Source: an optimization exercise on an open RTL-to-GDS flow (aim: small area, a short achievable clock period and few clock cycles per item). Production flows keep margins and buffers that such runs may drop. Where RTL was checked, it was by simulation tests only, not by an equivalence proof against the original. No activity file was given, so power comes from the tool's default toggle rates.

==> violet: inputs <==
// ospfb_top
module ospfb_top #(
  parameter int FFT_LEN = 32,
  parameter int DEC_FAC = 24,
  parameter int PTAPS   = 4,
  localparam int BR_W   = $clog2(FFT_LEN)
) (
  input  logic    clk,
  input  logic    rst_n,
  input  logic    in_valid,
  input  ospfb_pkg::sample_t in_data,
  output logic    in_ready,
  output logic    out_valid,
  output ospfb_pkg::out_t    out_data,
  output logic    out_last,
  output logic    out_sat,
  output logic    frame_start
);
  logic [SAMPLE_W-1:0]       in_q;
  logic [FFT_LEN-1:0]        wsel;
  logic                      commit;
  logic                      beat_valid;
  logic                      beat_last;
  logic [PTAPS*DIG_W-1:0]    beat_dig;
  logic [PTAPS*SAMPLE_W-1:0] taps_data;
  logic                      acc_valid;
  ospfb_pkg::acc_t           acc;
  logic                      acc_last;
  always_ff @(posedge clk) begin
    in_q <= in_data;
  end
  ospfb_ctrl #(
    .FFT_LEN(FFT_LEN),
    .DEC_FAC(DEC_FAC),
    .PTAPS  (PTAPS)
  ) i_ctrl (
    .clk        (clk),
    .rst_n      (rst_n),
    .in_valid   (in_valid),
    .in_ready   (in_ready),
    .wsel       (wsel),
    .commit     (commit),
    .beat_valid (beat_valid),
    .beat_last  (beat_last),
    .beat_dig   (beat_dig),
    .frame_start(frame_start)
  );
  pfb_delay_line #(
    .FFT_LEN(FFT_LEN),
  ...
export LEC_CHECK = 0
export ABC_CLOCK_PERIOD_IN_PS = 3000
export CAP_MARGIN = 20
export CORE_MARGIN = 2
export CORE_UTILIZATION = 40
export CTS_CLUSTER_DIAMETER = 150
export CTS_CLUSTER_SIZE = 28
export SLEW_MARGIN = 20
create_clock -name core_clock -period 9.0 [get_ports {clk}]
standard.sh (not shown) runs the stock make flow with config.mk's settings and CLKGATE_MAP_FILE= SYNTH_SCRIPT=/design/flow/synth_recipe.tcl, a recipe that flattens the netlist after the stock synthesis.
==> flow/flow/run.sh <==
#!/bin/bash
# Layout flow: the standard flow (standard.sh, unchanged synthesis) with
# two repair settings changed: timing repair aims below the clock period
# (a larger setup margin), and ports are buffered with buf_4 cells.
# make's full output goes to run_make.log in the work folder.
set -euo pipefail
cd "$(dirname "$0")/.."
MARGIN=${MARGIN:-5.9}
bash standard.sh \
  "SETUP_SLACK_MARGIN=${MARGIN}" \
  "BUFFER_PORTS_ARGS=-buffer_cell sky130_fd_sc_hd__buf_4" \
  finish > run_make.log 2>&1
test -f out/final.def
==> inputs of tundra, as changes to violet <==
--- a/flow/design.v
+++ b/flow/design.v
@@ -22,12 +22,13 @@
   input  logic                     clk,
   input  logic                     rst_n,
   input  logic                     in_valid,
   output logic                     in_ready,
   output logic [FFT_LEN-1:0]       wsel,
   output logic                     commit,
+  output logic                     late,
   output logic                     beat_valid,
   output logic                     beat_last,
   output logic [PTAPS*DIG_W-1:0]   beat_dig,
   output logic                     frame_start
 );
   localparam int NCOEF = FFT_LEN * PTAPS;
@@ -49,62 +50,79 @@
   logic [1:0]  g2;       
   logic [2:0]  gs;       
   logic [4:0]  prd_p1;   
   logic [2:0]  frs;      
   logic signed [6:0] dw;  
   logic signed [6:0] da;  
-  logic [FFT_LEN-1:0] pv;
+  logic [FFT_LEN-1:0] pvr;     
+  logic [4:0]  apos;     
   logic [4:0]  wres;
   logic [4:0]  ares;
   logic [4:0]  ares_p1;
   logic        inv;
-  logic        rdy_q;    
+  logic        nrdy_q;   
   logic        accept;
   logic        end_sw;
   logic        start_rd;
   logic [4:0]  koff_n;
   logic [4:0]  rres_n;
   logic        rd_n;
   logic [1:0]  g2_n;
   logic [2:0]  gs_n;
   logic [2:0]  frs_n;
   logic signed [6:0] dw_n;
-  logic [4:0]  age_nx;
-  logic        wr_next;    
+  logic [4:0]  age0;     
+  logic        le_0, le_24, le_m24;
+  logic        pv1_n, le_a, le_b, late_s, late_c, late_n;
+  logic signed [7:0] dwi;
+  logic [4:0]  age1_n;
+  logic        wr_next;
+  logic [4:0]  wpos_q;   
   logic        pv_nx;      
   logic        commit_n;
   logic [7:0]  x0, x1;
   logic        chk_n;
   logic        free_0, free_1;
   logic        rdy_0, rdy_1;
   logic [4:0]  p_n;
   logic [4:0]  wpos;
   logic [PTAPS*DIG_W-1:0] dig_n, dig_c, dig_s;
-  assign accept   = in_valid && rdy_q;
+  assign accept   = in_valid && !nrdy_q;
   assign end_sw   = end_q;
-  assign start_rd = end_sw && ok && chk_q;
-  assign koff_n = fresh ? 5'd8  : koff + 5'd1;
-  assign rres_n = fresh ? 5'd15 : rres_m1;
+  assign start_rd = end_sw && ((ok && chk_q) || (!dw[6] && gs < 3'd2));
+  assign koff_n = fresh ? 5'd6  : koff + 5'd1;
+  assign rres_n = fresh ? 5'd17 : rres_m1;
   assign rd_n   = end_sw ? start_rd : rd_act;
   assign g2_n   = g2 + 2'(start_rd);
   assign gs_n   = (start_rd && gs != 3'd5) ? gs + 3'd1 : gs;
   assign frs_n  = start_rd ? gs : frs;
-  assign wr_next  = inv && (wres == rres_m1);
-  assign pv_nx    = pv[rres_m1] || wr_next;
+  assign le_0     = $signed({dw[6], dw}) <= $signed({3'b000, age0});
+  assign le_24    = ($signed({dw[6], dw}) - 8'sd24) <= $signed({3'b000, age0});
+  assign le_m24   = ($signed({dw[6], dw}) + 8'sd24) <= $signed({3'b000, age0});
+  assign pv1_n    = pvr[2] || wsel[1];
+  assign dwi      = $signed({dw[6], dw}) + $signed({7'b0, inv});
+  assign age1_n   = fresh ? 5'(5'd15 + 5'(inv)) : 5'(age0 + 5'd1 + 5'(inv));
+  assign le_a     = dwi <= $signed({3'b000, age1_n});
+  assign le_b     = (dwi + 8'sd24) <= $signed({3'b000, age1_n});
+  assign late_s   = pv1_n && le_a && gs <= 3'd1;
+  assign late_c   = pv1_n && (((koff_n == 5'd31) || end_sw || !rd_act) ? (le_a && gs <= 3'd1) : (le_b && gs <= 3'd2));
+  assign late_n   = start_rd ? late_s : late_c;
+  assign pv_nx    = (pvr[1] && !late) || wsel[0];
   assign dw_n     = dw + 7'(inv) - (start_rd ? 7'sd24 : 7'sd0);
-  assign age_nx   = 5'(wres + 5'(inv) - 5'd1 - rres_m1);
-  assign commit_n = !fresh && pv_nx && (dw_n <= $signed({2'b00, age_nx}));
+  assign wr_next  = inv && (age0 == 5'd31);
+  assign commit_n = !fresh && pv_nx &&
+                    (wr_next ? (start_rd ? (dw < 7'sd24) : dw[6]) : (start_rd ? le_24 : le_0));
   assign x0 = 8'(dw) + 8'(inv) + 8'(5'({2'(3 * g2), 3'b000} + koff + 5'd1));
   assign x1 = 8'(dw) + 8'(inv) - 8'd24 + 8'({2'(3 * (g2 + 2'd1)), 3'b000});
   assign chk_n = start_rd ? !x1[7] : !x0[7];
-  assign free_0 = !pv[ares]    || (commit && rres == ares)    || (commit_n && rres_n == ares);
-  assign free_1 = !pv[ares_p1] || (commit && rres == ares_p1) || (commit_n && rres_n == ares_p1);
-  assign rdy_0 = free_0 && (start_rd ? (da < 7'sd48) : (da < 7'sd24));
-  assign rdy_1 = free_1 && (start_rd ? (da < 7'sd47) : (da < 7'sd23));
-  assign wpos = 5'(rres_m1 - wres);
-  assign wsel = inv ? (FFT_LEN'(1) << wpos) : '0;
+  assign free_0 = !pvr[apos] || (commit && apos == 5'd0) || ((late || commit_n) && apos == 5'd1);
+  assign free_1 = !pvr[5'(apos - 5'd1)] || (commit && apos == 5'd1) || ((late || commit_n) && apos == 5'd2);
+  assign rdy_0 = free_0 && (fresh || apos[0])  && (start_rd ? (da < 7'sd48) : (da < 7'sd24));
+  assign rdy_1 = free_1 && (fresh || !apos[0]) && (start_rd ? (da < 7'sd47) : (da < 7'sd23));
+  assign wpos = 5'(rres_n - 5'd1 - ares);
+  assign wsel = inv ? (FFT_LEN'(1) << wpos_q) : '0;
   function automatic logic [PTAPS*DIG_W-1:0] beat_digits(input logic [4:0] p, input logic [2:0] f);
     logic [7:0] thr;
     case (f)
       3'd0:    thr = 8'd24;
       3'd1:    thr = 8'd48;
       3'd2:    thr = 8'd72;
@@ -131,19 +149,22 @@
       chk_q       <= 1'b0;
       fresh       <= 1'b1;
       g2          <= '0;
       gs          <= '0;
       dw          <= -7'sd24;
       da          <= -7'sd24;
-      pv          <= '0;
+      pvr         <= '0;
+      late        <= 1'b0;
+      apos        <= 5'd17;
+      age0        <= 5'd15;
       wres        <= '0;
       ares        <= '0;
       ares_p1     <= 5'd1;
       inv         <= 1'b0;
       in_ready    <= 1'b0;
-      rdy_q       <= 1'b0;
+      nrdy_q      <= 1'b1;
       beat_valid  <= 1'b0;
       beat_last   <= 1'b0;
       frame_start <= 1'b0;
     end else begin
       rd_act   <= rd_n;
       end_q    <= (koff_n == 5'd31);
@@ -151,29 +172,32 @@
       chk_q    <= chk_n;
       if (accept) fresh <= 1'b0;
       g2       <= g2_n;
       gs       <= gs_n;
       dw       <= dw_n;
       da       <= da + 7'(accept) - (start_rd ? 7'sd24 : 7'sd0);
-      if (commit) pv[rres] <= 1'b0;
-      if (inv)    pv[wres] <= 1'b1;
+      pvr      <= wsel | {pvr[0] && !commit, pvr[FFT_LEN-1:2], pvr[1] && !late};
+      late     <= late_n;
+      age0     <= age1_n;
+      apos     <= 5'((fresh ? 5'd18 : apos) - 5'd1 - 5'(accept));
       wres     <= wres + 5'(inv);
       if (accept) begin
         ares    <= ares_p1;
         ares_p1 <= ares_p1 + 5'd1;
       end
       inv      <= accept;
-      in_ready <= (in_valid && in_ready) ? rdy_1 : rdy_0;
-      rdy_q    <= accept ? rdy_1 : rdy_0;
+      in_ready <= accept ? rdy_1 : rdy_0;
+      nrdy_q   <= !(accept ? rdy_1 : rdy_0);
       beat_valid  <= rd_n;
       beat_last   <= rd_n && (koff_n == 5'd31);
       frame_start <= rd_n && (koff_n == 5'd0);
     end
   end
   always_ff @(posedge clk) begin
     koff    <= koff_n;
+    wpos_q  <= wpos;
     rres    <= rres_n;
     rres_m1 <= rres_n - 5'd1;
     prd_p1  <= p_n + 5'd1;
     frs     <= frs_n;
     commit  <= commit_n;
   end
@@ -188,25 +212,31 @@
   parameter int PTAPS   = 4
 ) (
   input  logic                      clk,
   input  logic [FFT_LEN-1:0]        wsel,      
   input  logic [SAMPLE_W-1:0]       wdata,
   input  logic                      commit,    
+  input  logic                      late,      
   output logic [PTAPS*SAMPLE_W-1:0] taps_data  
 );
   localparam int CW = PTAPS * SAMPLE_W;
   localparam int SW = SAMPLE_W;
   logic [FFT_LEN*CW-1:0] tap;
   logic [FFT_LEN*SW-1:0] pend;
   always_ff @(posedge clk) begin
-    for (int k = 0; k < FFT_LEN; k++) begin
-      pend[k*SW +: SW] <= wsel[k] ? (wdata ^ {SW{k[0]}}) : ~pend[((k+1)%FFT_LEN)*SW +: SW];
+    for (int k = 0; k < FFT_LEN; k += 2) begin
+      logic pol;
+      pol = ((k + 1) >> 1) & 1;
+      pend[k*SW +: SW]     <= wsel[k] ? (wdata ^ {SW{pol}}) : ~pend[(k+1)*SW +: SW];
+      pend[(k+1)*SW +: SW] <= pend[((k+2)%FFT_LEN)*SW +: SW];
     end
-    for (int k = 0; k < FFT_LEN - 1; k++) begin
+    for (int k = 1; k < FFT_LEN - 1; k++) begin
       tap[k*CW +: CW]  <= tap[(k+1)*CW +: CW];
     end
+    tap[CW-1:2*SW] <= tap[CW+CW-1:CW+2*SW];
+    tap[2*SW-1:0]  <= late ? {tap[CW+SW-1:CW], ~pend[SW+SW-1:SW]} : tap[CW+2*SW-1:CW];
     tap[(FFT_LEN-1)*CW +: CW]  <= commit ? {tap[CW-SW-1:0], pend[SW-1:0]} : tap[CW-1:0];
   end
   assign taps_data = tap[CW-1:0];
 endmodule
 `timescale 1ns/1ns
 import ospfb_pkg::*;
@@ -340,12 +370,13 @@
   output logic    out_sat,
   output logic    frame_start
 );
   logic [SAMPLE_W-1:0]       in_q;
   logic [FFT_LEN-1:0]        wsel;
   logic                      commit;
+  logic                      late;
   logic                      beat_valid;
   logic                      beat_last;
   logic [PTAPS*DIG_W-1:0]    beat_dig;
   logic [PTAPS*SAMPLE_W-1:0] taps_data;
   logic                      acc_valid;
   ospfb_pkg::acc_t           acc;
@@ -361,12 +392,13 @@
     .clk        (clk),
     .rst_n      (rst_n),
     .in_valid   (in_valid),
     .in_ready   (in_ready),
     .wsel       (wsel),
     .commit     (commit),
+    .late       (late),
     .beat_valid (beat_valid),
     .beat_last  (beat_last),
     .beat_dig   (beat_dig),
     .frame_start(frame_start)
   );
   pfb_delay_line #(
@@ -374,12 +406,13 @@
     .PTAPS  (PTAPS)
   ) i_delay_line (
     .clk      (clk),
     .wsel     (wsel),
     .wdata    (in_q),
     .commit   (commit),
+    .late     (late),
     .taps_data(taps_data)
   );
   pfb_mac #(
     .PTAPS(PTAPS)
   ) i_mac (
     .clk       (clk),
ABC_AREA = 1   (was not set)
ABC_CLOCK_PERIOD_IN_PS = not set   (was 3000)
CORE_UTILIZATION = 45   (was 40)
==> inputs of raven, as changes to violet <==
--- a/flow/design.v
+++ b/flow/design.v
@@ -22,12 +22,13 @@
   input  logic                     clk,
   input  logic                     rst_n,
   input  logic                     in_valid,
   output logic                     in_ready,
   output logic [FFT_LEN-1:0]       wsel,
   output logic                     commit,
+  output logic                     late,
   output logic                     beat_valid,
   output logic                     beat_last,
   output logic [PTAPS*DIG_W-1:0]   beat_dig,
   output logic                     frame_start
 );
   localparam int NCOEF = FFT_LEN * PTAPS;
@@ -49,62 +50,79 @@
   logic [1:0]  g2;       
   logic [2:0]  gs;       
   logic [4:0]  prd_p1;   
   logic [2:0]  frs;      
   logic signed [6:0] dw;  
   logic signed [6:0] da;  
-  logic [FFT_LEN-1:0] pv;
+  logic [FFT_LEN-1:0] pvr;     
+  logic [4:0]  apos;     
   logic [4:0]  wres;
   logic [4:0]  ares;
   logic [4:0]  ares_p1;
   logic        inv;
-  logic        rdy_q;    
+  logic        nrdy_q;   
   logic        accept;
   logic        end_sw;
   logic        start_rd;
   logic [4:0]  koff_n;
   logic [4:0]  rres_n;
   logic        rd_n;
   logic [1:0]  g2_n;
   logic [2:0]  gs_n;
   logic [2:0]  frs_n;
   logic signed [6:0] dw_n;
-  logic [4:0]  age_nx;
-  logic        wr_next;    
+  logic [4:0]  age0;     
+  logic        le_0, le_24, le_m24;
+  logic        pv1_n, le_a, le_b, late_s, late_c, late_n;
+  logic signed [7:0] dwi;
+  logic [4:0]  age1_n;
+  logic        wr_next;
+  logic [4:0]  wpos_q;   
   logic        pv_nx;      
   logic        commit_n;
   logic [7:0]  x0, x1;
   logic        chk_n;
   logic        free_0, free_1;
   logic        rdy_0, rdy_1;
   logic [4:0]  p_n;
   logic [4:0]  wpos;
   logic [PTAPS*DIG_W-1:0] dig_n, dig_c, dig_s;
-  assign accept   = in_valid && rdy_q;
+  assign accept   = in_valid && !nrdy_q;
   assign end_sw   = end_q;
-  assign start_rd = end_sw && ok && chk_q;
-  assign koff_n = fresh ? 5'd8  : koff + 5'd1;
-  assign rres_n = fresh ? 5'd15 : rres_m1;
+  assign start_rd = end_sw && ((ok && chk_q) || (!dw[6] && gs < 3'd2));
+  assign koff_n = fresh ? 5'd6  : koff + 5'd1;
+  assign rres_n = fresh ? 5'd17 : rres_m1;
   assign rd_n   = end_sw ? start_rd : rd_act;
   assign g2_n   = g2 + 2'(start_rd);
   assign gs_n   = (start_rd && gs != 3'd5) ? gs + 3'd1 : gs;
   assign frs_n  = start_rd ? gs : frs;
-  assign wr_next  = inv && (wres == rres_m1);
-  assign pv_nx    = pv[rres_m1] || wr_next;
+  assign le_0     = $signed({dw[6], dw}) <= $signed({3'b000, age0});
+  assign le_24    = ($signed({dw[6], dw}) - 8'sd24) <= $signed({3'b000, age0});
+  assign le_m24   = ($signed({dw[6], dw}) + 8'sd24) <= $signed({3'b000, age0});
+  assign pv1_n    = pvr[2] || wsel[1];
+  assign dwi      = $signed({dw[6], dw}) + $signed({7'b0, inv});
+  assign age1_n   = fresh ? 5'(5'd15 + 5'(inv)) : 5'(age0 + 5'd1 + 5'(inv));
+  assign le_a     = dwi <= $signed({3'b000, age1_n});
+  assign le_b     = (dwi + 8'sd24) <= $signed({3'b000, age1_n});
+  assign late_s   = pv1_n && le_a && gs <= 3'd1;
+  assign late_c   = pv1_n && (((koff_n == 5'd31) || end_sw || !rd_act) ? (le_a && gs <= 3'd1) : (le_b && gs <= 3'd2));
+  assign late_n   = start_rd ? late_s : late_c;
+  assign pv_nx    = (pvr[1] && !late) || wsel[0];
   assign dw_n     = dw + 7'(inv) - (start_rd ? 7'sd24 : 7'sd0);
-  assign age_nx   = 5'(wres + 5'(inv) - 5'd1 - rres_m1);
-  assign commit_n = !fresh && pv_nx && (dw_n <= $signed({2'b00, age_nx}));
+  assign wr_next  = inv && (age0 == 5'd31);
+  assign commit_n = !fresh && pv_nx &&
+                    (wr_next ? (start_rd ? (dw < 7'sd24) : dw[6]) : (start_rd ? le_24 : le_0));
   assign x0 = 8'(dw) + 8'(inv) + 8'(5'({2'(3 * g2), 3'b000} + koff + 5'd1));
   assign x1 = 8'(dw) + 8'(inv) - 8'd24 + 8'({2'(3 * (g2 + 2'd1)), 3'b000});
   assign chk_n = start_rd ? !x1[7] : !x0[7];
-  assign free_0 = !pv[ares]    || (commit && rres == ares)    || (commit_n && rres_n == ares);
-  assign free_1 = !pv[ares_p1] || (commit && rres == ares_p1) || (commit_n && rres_n == ares_p1);
-  assign rdy_0 = free_0 && (start_rd ? (da < 7'sd48) : (da < 7'sd24));
-  assign rdy_1 = free_1 && (start_rd ? (da < 7'sd47) : (da < 7'sd23));
-  assign wpos = 5'(rres_m1 - wres);
-  assign wsel = inv ? (FFT_LEN'(1) << wpos) : '0;
+  assign free_0 = !pvr[apos] || (commit && apos == 5'd0) || ((late || commit_n) && apos == 5'd1);
+  assign free_1 = !pvr[5'(apos - 5'd1)] || (commit && apos == 5'd1) || ((late || commit_n) && apos == 5'd2);
+  assign rdy_0 = free_0 && (fresh || apos[0])  && (start_rd ? (da < 7'sd48) : (da < 7'sd24));
+  assign rdy_1 = free_1 && (fresh || !apos[0]) && (start_rd ? (da < 7'sd47) : (da < 7'sd23));
+  assign wpos = 5'(rres_n - 5'd1 - ares);
+  assign wsel = inv ? (FFT_LEN'(1) << wpos_q) : '0;
   function automatic logic [PTAPS*DIG_W-1:0] beat_digits(input logic [4:0] p, input logic [2:0] f);
     logic [7:0] thr;
     case (f)
       3'd0:    thr = 8'd24;
       3'd1:    thr = 8'd48;
       3'd2:    thr = 8'd72;
@@ -131,19 +149,22 @@
       chk_q       <= 1'b0;
       fresh       <= 1'b1;
       g2          <= '0;
       gs          <= '0;
       dw          <= -7'sd24;
       da          <= -7'sd24;
-      pv          <= '0;
+      pvr         <= '0;
+      late        <= 1'b0;
+      apos        <= 5'd17;
+      age0        <= 5'd15;
       wres        <= '0;
       ares        <= '0;
       ares_p1     <= 5'd1;
       inv         <= 1'b0;
       in_ready    <= 1'b0;
-      rdy_q       <= 1'b0;
+      nrdy_q      <= 1'b1;
       beat_valid  <= 1'b0;
       beat_last   <= 1'b0;
       frame_start <= 1'b0;
     end else begin
       rd_act   <= rd_n;
       end_q    <= (koff_n == 5'd31);
@@ -151,29 +172,32 @@
       chk_q    <= chk_n;
       if (accept) fresh <= 1'b0;
       g2       <= g2_n;
       gs       <= gs_n;
       dw       <= dw_n;
       da       <= da + 7'(accept) - (start_rd ? 7'sd24 : 7'sd0);
-      if (commit) pv[rres] <= 1'b0;
-      if (inv)    pv[wres] <= 1'b1;
+      pvr      <= wsel | {pvr[0] && !commit, pvr[FFT_LEN-1:2], pvr[1] && !late};
+      late     <= late_n;
+      age0     <= age1_n;
+      apos     <= 5'((fresh ? 5'd18 : apos) - 5'd1 - 5'(accept));
       wres     <= wres + 5'(inv);
       if (accept) begin
         ares    <= ares_p1;
         ares_p1 <= ares_p1 + 5'd1;
       end
       inv      <= accept;
-      in_ready <= (in_valid && in_ready) ? rdy_1 : rdy_0;
-      rdy_q    <= accept ? rdy_1 : rdy_0;
+      in_ready <= accept ? rdy_1 : rdy_0;
+      nrdy_q   <= !(accept ? rdy_1 : rdy_0);
       beat_valid  <= rd_n;
       beat_last   <= rd_n && (koff_n == 5'd31);
       frame_start <= rd_n && (koff_n == 5'd0);
     end
   end
   always_ff @(posedge clk) begin
     koff    <= koff_n;
+    wpos_q  <= wpos;
     rres    <= rres_n;
     rres_m1 <= rres_n - 5'd1;
     prd_p1  <= p_n + 5'd1;
     frs     <= frs_n;
     commit  <= commit_n;
   end
@@ -188,25 +212,31 @@
   parameter int PTAPS   = 4
 ) (
   input  logic                      clk,
   input  logic [FFT_LEN-1:0]        wsel,      
   input  logic [SAMPLE_W-1:0]       wdata,
   input  logic                      commit,    
+  input  logic                      late,      
   output logic [PTAPS*SAMPLE_W-1:0] taps_data  
 );
   localparam int CW = PTAPS * SAMPLE_W;
   localparam int SW = SAMPLE_W;
   logic [FFT_LEN*CW-1:0] tap;
   logic [FFT_LEN*SW-1:0] pend;
   always_ff @(posedge clk) begin
-    for (int k = 0; k < FFT_LEN; k++) begin
-      pend[k*SW +: SW] <= wsel[k] ? (wdata ^ {SW{k[0]}}) : ~pend[((k+1)%FFT_LEN)*SW +: SW];
+    for (int k = 0; k < FFT_LEN; k += 2) begin
+      logic pol;
+      pol = ((k + 1) >> 1) & 1;
+      pend[k*SW +: SW]     <= wsel[k] ? (wdata ^ {SW{pol}}) : ~pend[(k+1)*SW +: SW];
+      pend[(k+1)*SW +: SW] <= pend[((k+2)%FFT_LEN)*SW +: SW];
     end
-    for (int k = 0; k < FFT_LEN - 1; k++) begin
+    for (int k = 1; k < FFT_LEN - 1; k++) begin
       tap[k*CW +: CW]  <= tap[(k+1)*CW +: CW];
     end
+    tap[CW-1:2*SW] <= tap[CW+CW-1:CW+2*SW];
+    tap[2*SW-1:0]  <= late ? {tap[CW+SW-1:CW], ~pend[SW+SW-1:SW]} : tap[CW+2*SW-1:CW];
     tap[(FFT_LEN-1)*CW +: CW]  <= commit ? {tap[CW-SW-1:0], pend[SW-1:0]} : tap[CW-1:0];
   end
   assign taps_data = tap[CW-1:0];
 endmodule
 `timescale 1ns/1ns
 import ospfb_pkg::*;
@@ -340,12 +370,13 @@
   output logic    out_sat,
   output logic    frame_start
 );
   logic [SAMPLE_W-1:0]       in_q;
   logic [FFT_LEN-1:0]        wsel;
   logic                      commit;
+  logic                      late;
   logic                      beat_valid;
   logic                      beat_last;
   logic [PTAPS*DIG_W-1:0]    beat_dig;
   logic [PTAPS*SAMPLE_W-1:0] taps_data;
   logic                      acc_valid;
   ospfb_pkg::acc_t           acc;
@@ -361,12 +392,13 @@
     .clk        (clk),
     .rst_n      (rst_n),
     .in_valid   (in_valid),
     .in_ready   (in_ready),
     .wsel       (wsel),
     .commit     (commit),
+    .late       (late),
     .beat_valid (beat_valid),
     .beat_last  (beat_last),
     .beat_dig   (beat_dig),
     .frame_start(frame_start)
   );
   pfb_delay_line #(
@@ -374,12 +406,13 @@
     .PTAPS  (PTAPS)
   ) i_delay_line (
     .clk      (clk),
     .wsel     (wsel),
     .wdata    (in_q),
     .commit   (commit),
+    .late     (late),
     .taps_data(taps_data)
   );
   pfb_mac #(
     .PTAPS(PTAPS)
   ) i_mac (
     .clk       (clk),
CORE_UTILIZATION = 45   (was 40)
CTS_BUF_LIST = sky130_fd_sc_hd__clkbuf_8 sky130_fd_sc_hd__clkbuf_16   (was not set)
==> notes <==
- raven passed the timing, design-rule and antenna checks. tundra finished with timing, DRC and antenna clean. violet completed with no timing, DRC or antenna violations.
- Design area: tundra < raven < violet.
- Total power, highest first: tundra, raven, violet.
- Clock-buffer cell count: raven < tundra < violet.
- Sequential power: tundra > raven > violet.
- The lowest worst hold slack belongs to violet, the highest to raven.
==> figures <==
| metric | violet | tundra | raven |
|---|---|---|---|
| Result of the run | no timing/DRC/antenna violations | no timing/DRC/antenna violations | no timing/DRC/antenna violations |
| First-pass GRT wire length | 187000 um | 173000 um | 168000 um |
| Num CTS Buffers | 111 | 110 | 110 |
| Sequential portion of the cell area | 69.4% | 73.5% | 73.5% |
| Simple-gate share of the synthesized area | 4.59% | 5.48% | 3.82% |
| Power share of the sequential group | 64.7% | 56.1% | 57.4% |
| Area of the mapped netlist | 74500 um2 | 71400 um2 | 71600 um2 |
| Register Area | 56500 um2 | 56600 um2 | 56700 um2 |
| R2R cell count | 13 | 8 | 6 |
| Global routing met1 resource utilization | 17.5% | 19.8% | 19.8% |
| Post-layout util | 44.0% | 48.8% | 48.7% |
Testbench counts of tundra, summed over its fixed seeds: cycles 12,528, items 12,288.
Testbench counts of raven, summed over its fixed seeds: cycles 12,528, items 12,288.
No functional check of the RTL was part of violet.

==> afterwards: timing with drivers on the ports <==
The results above use ideal ports. As a check the final layouts listed here were re-extracted and re-timed, cells and wires unchanged. Step 1 assumes that a clkbuf_16 drives the clock port and a buf_2 every other input. Step 2 moves the port delays by t, midway between the first and last clock arrival at a register: inputs arrive t later, outputs are due t later. That takes back most of the time a late clock gives input paths. Three values: ideal, step 1, step 2; two values: the first two.
run | t, ns | setup slack, ns | clock arrival spread, ns
violet | 0.832 | 5.862 / 5.785 / 5.454 | 0.057 / 0.057
tundra | 0.840 | 5.883 / 5.806 / 5.669 | 0.055 / 0.056
raven | 0.803 | 5.921 / 5.846 / 5.789 | 0.035 / 0.035
After both steps setup and hold are still met in every run listed. For violet, which loses most, drivers alone change the setup slack by -0.077 ns; drivers and shift together by -0.408 ns.
